This design comes from an exercise in tuning for small area, a short achievable clock period and few clock cycles on the open sky130 flow, not from production work. At most, simulation tests tie the RTL to the original design; equivalence was not proved. Power and IR drop assume default switching activity.

## P
Design md_unit_iter, start of the top module:
module md_unit_iter #(
    parameter int WIDTH   = 32,
    parameter int MUL_LAT = 5
) (
    input  logic             clk,
    input  logic             reset,
    input  logic             start,
    input  logic [3:0]       op,
    input  logic [WIDTH-1:0] rs_val,
    input  logic [WIDTH-1:0] rt_val,
    input  logic             flush,
    output logic             busy,
    output logic             done,
    output logic [WIDTH-1:0] hi,
    output logic [WIDTH-1:0] lo
);
For scale: roughly 4300 cells after synthesis, ~280 flip-flops, roughly 140 I/O pins, about 0.031 mm² of cells after synthesis.
clock: 13.0 ns
lec_check: 0
cap_margin: 20
core_margin: 2
core_utilization: 50
slew_margin: 20
standard.sh (not shown) runs the stock make flow with config.mk's settings and CLKGATE_MAP_FILE= SYNTH_SCRIPT=/design/flow/synth_recipe.tcl, a recipe that flattens the netlist after the stock synthesis.
==> flow/flow/run.sh <==
#!/bin/bash
set -euo pipefail
MARGIN=$(cat flow/margin.txt)
bash standard.sh SETUP_SLACK_MARGIN=$MARGIN REMOVE_ABC_BUFFERS=1 TNS_END_PERCENT=0 ABC_AREA=1 \
    "BUFFER_PORTS_ARGS=-buffer_cell sky130_fd_sc_hd__buf_4" finish > standard_make.log 2>&1
==> flow/flow/margin.txt <==
9.0
Here is what was changed in the inputs of Q compared with P.
--- a/flow/design.v
+++ b/flow/design.v
@@ -580,28 +580,30 @@
             p4[4*i +: 4] = v3[2*i+1] ? {1'b0, p3[3*(2*i+1) +: 3]} : {1'b1, p3[3*(2*i) +: 3]};
         end
         if (v4[1])
             clz32 = {2'b00, p4[7:4]};
         else if (v4[0])
             clz32 = {2'b01, p4[3:0]};
         else
             clz32 = 6'd32;
     endfunction
-    logic        q_neg;
-    logic [31:0] a_raw, b_raw, iwa, iwb;
+    logic        q_neg, i_an, i_bn;
+    logic [31:0] a_raw, b_raw, ita, itb;
     logic [5:0]  za_q, zb_q, s_est;
     logic [6:0]  s_full;
     logic        bz_q, d_fast;
     assign a_raw  = xr[31:0];
     assign b_raw  = ysh[32:1];
     assign q_neg  = a_neg ^ b_neg;
-    assign iwa    = rs_val ^ {rs_val[31], rs_val[31:1]};
-    assign iwb    = rt_val ^ {rt_val[31], rt_val[31:1]};
+    assign i_an   = ~op[0] & rs_val[31];
+    assign i_bn   = ~op[0] & rt_val[31];
+    assign ita    = rs_val ^ {32{i_an}};           
+    assign itb    = rt_val ^ {32{i_bn}};           
     assign s_full = 7'(zb_q) - 7'(za_q) + 7'(a_neg);
     assign s_est  = s_full[5:0];
     assign d_fast = bz_q | s_full[6];
     logic [34:0] dt, r_nx;
     logic        dz, d_take;
     logic [31:0] q_nx, qm_nx;
     assign dt     = pa + pb + 35'(f_dsub);
     assign dz     = (((pa ^ pb) ^ {(pa[33:0] | pb[33:0]), f_dsub}) == 35'd0);
     assign d_take = a_neg ? (dt[34] | dz) : ~dt[34];
@@ -667,20 +669,20 @@
         xr <= ({33{st_idle}} & {in_sgn & rs_val[31], rs_val}) | ({33{st_mul}} & xr) |
               {33{st_dprep}} | ({33{st_diter}} & {1'b0, qm_nx});
         {b_ng, b_two, b_one} <= st_idle ? benc({rt_val[11:0], 1'b0}, op[2] & op[1])
                                         : benc(g_next, f_sub);
         mstep <= st_idle ? 3'b001 : {mstep[1:0], 1'b0};
         acc_s <= st_idle ? {2'b0, op[2]} : {acc_s[1:0], 1'b0};
         dcnt  <= st_dprep ? s_est : dcnt - 6'd1;
         d_lastq <= st_dprep ? (s_est == 6'd0) : (dcnt == 6'd1);
         if (st_idle) begin
-            za_q   <= (op[0] & rs_val[31]) ? 6'd0 : clz32(iwa);
-            zb_q   <= (op[0] & rt_val[31]) ? 6'd0 : clz32(iwb);
+            za_q   <= clz32(ita);
+            zb_q   <= clz32(itb);
             bz_q   <= (rt_val == 32'd0);
             f_sub  <= op[2] & op[1];
             f_dsub <= ~(in_sgn & (rs_val[31] ^ rt_val[31]));
             a_neg  <= in_div & in_sgn & rs_val[31];
             b_neg  <= in_div & in_sgn & rt_val[31];
         end
     end
     assign busy = busy_q;
     assign done = done_q;
==> comparison <==
When the final numbers for Q and P were put side by side, the post-route clock period utilization turned out to be greater in P. As of Q, mean routed wirelength per cell had risen slightly compared to P. Compared to P, Q shows a wider setup margin. The capture point of the worst path comes out zb_q[0] in one run and pa[0] in the other, namely in Q and P respectively. According to the power report, total power for Q is higher than for P. Biggest fanout along the worst timing path in Q vs P: down 10.
Testbench counts of Q, summed over its fixed seeds: cycles 15,759.
Only the layout flow was run in P; the RTL was not checked for function there.

re-timing with driven ports:
The flow's constraints put no driver on any port. The routed layouts listed below were extracted and timed again, unchanged, in two steps. Step 1 (the two cells are an assumption about what drives the block):
set clk [get_ports {clk}]
set_driving_cell -lib_cell sky130_fd_sc_hd__clkbuf_16 $clk
set_driving_cell -lib_cell sky130_fd_sc_hd__buf_2 [delete_from_list [all_inputs] $clk]
Step 2 times the ports against the registers' clock, not the clock port: input delays grow and output delays shrink by t, the midpoint of the rising clock arrivals with the driver on. Three values: ideal ports, drivers, drivers and shift; two values: the first two.
| run | t (ns) | setup slack, ns | worst setup path at the end | worst register clock-pin slew, ns |
|---|---|---|---|---|
| P | 0.639 | 8.870 / 8.870 / 8.434 | input to register | 0.07 / 0.07 |
| Q | 0.653 | 8.942 / 8.946 / 8.293 | input to register | 0.07 / 0.07 |
After both steps setup and hold are still met in every run listed. The setup slack of Q, which loses most, moves by +0.004 ns with the drivers and by -0.649 ns with both steps.
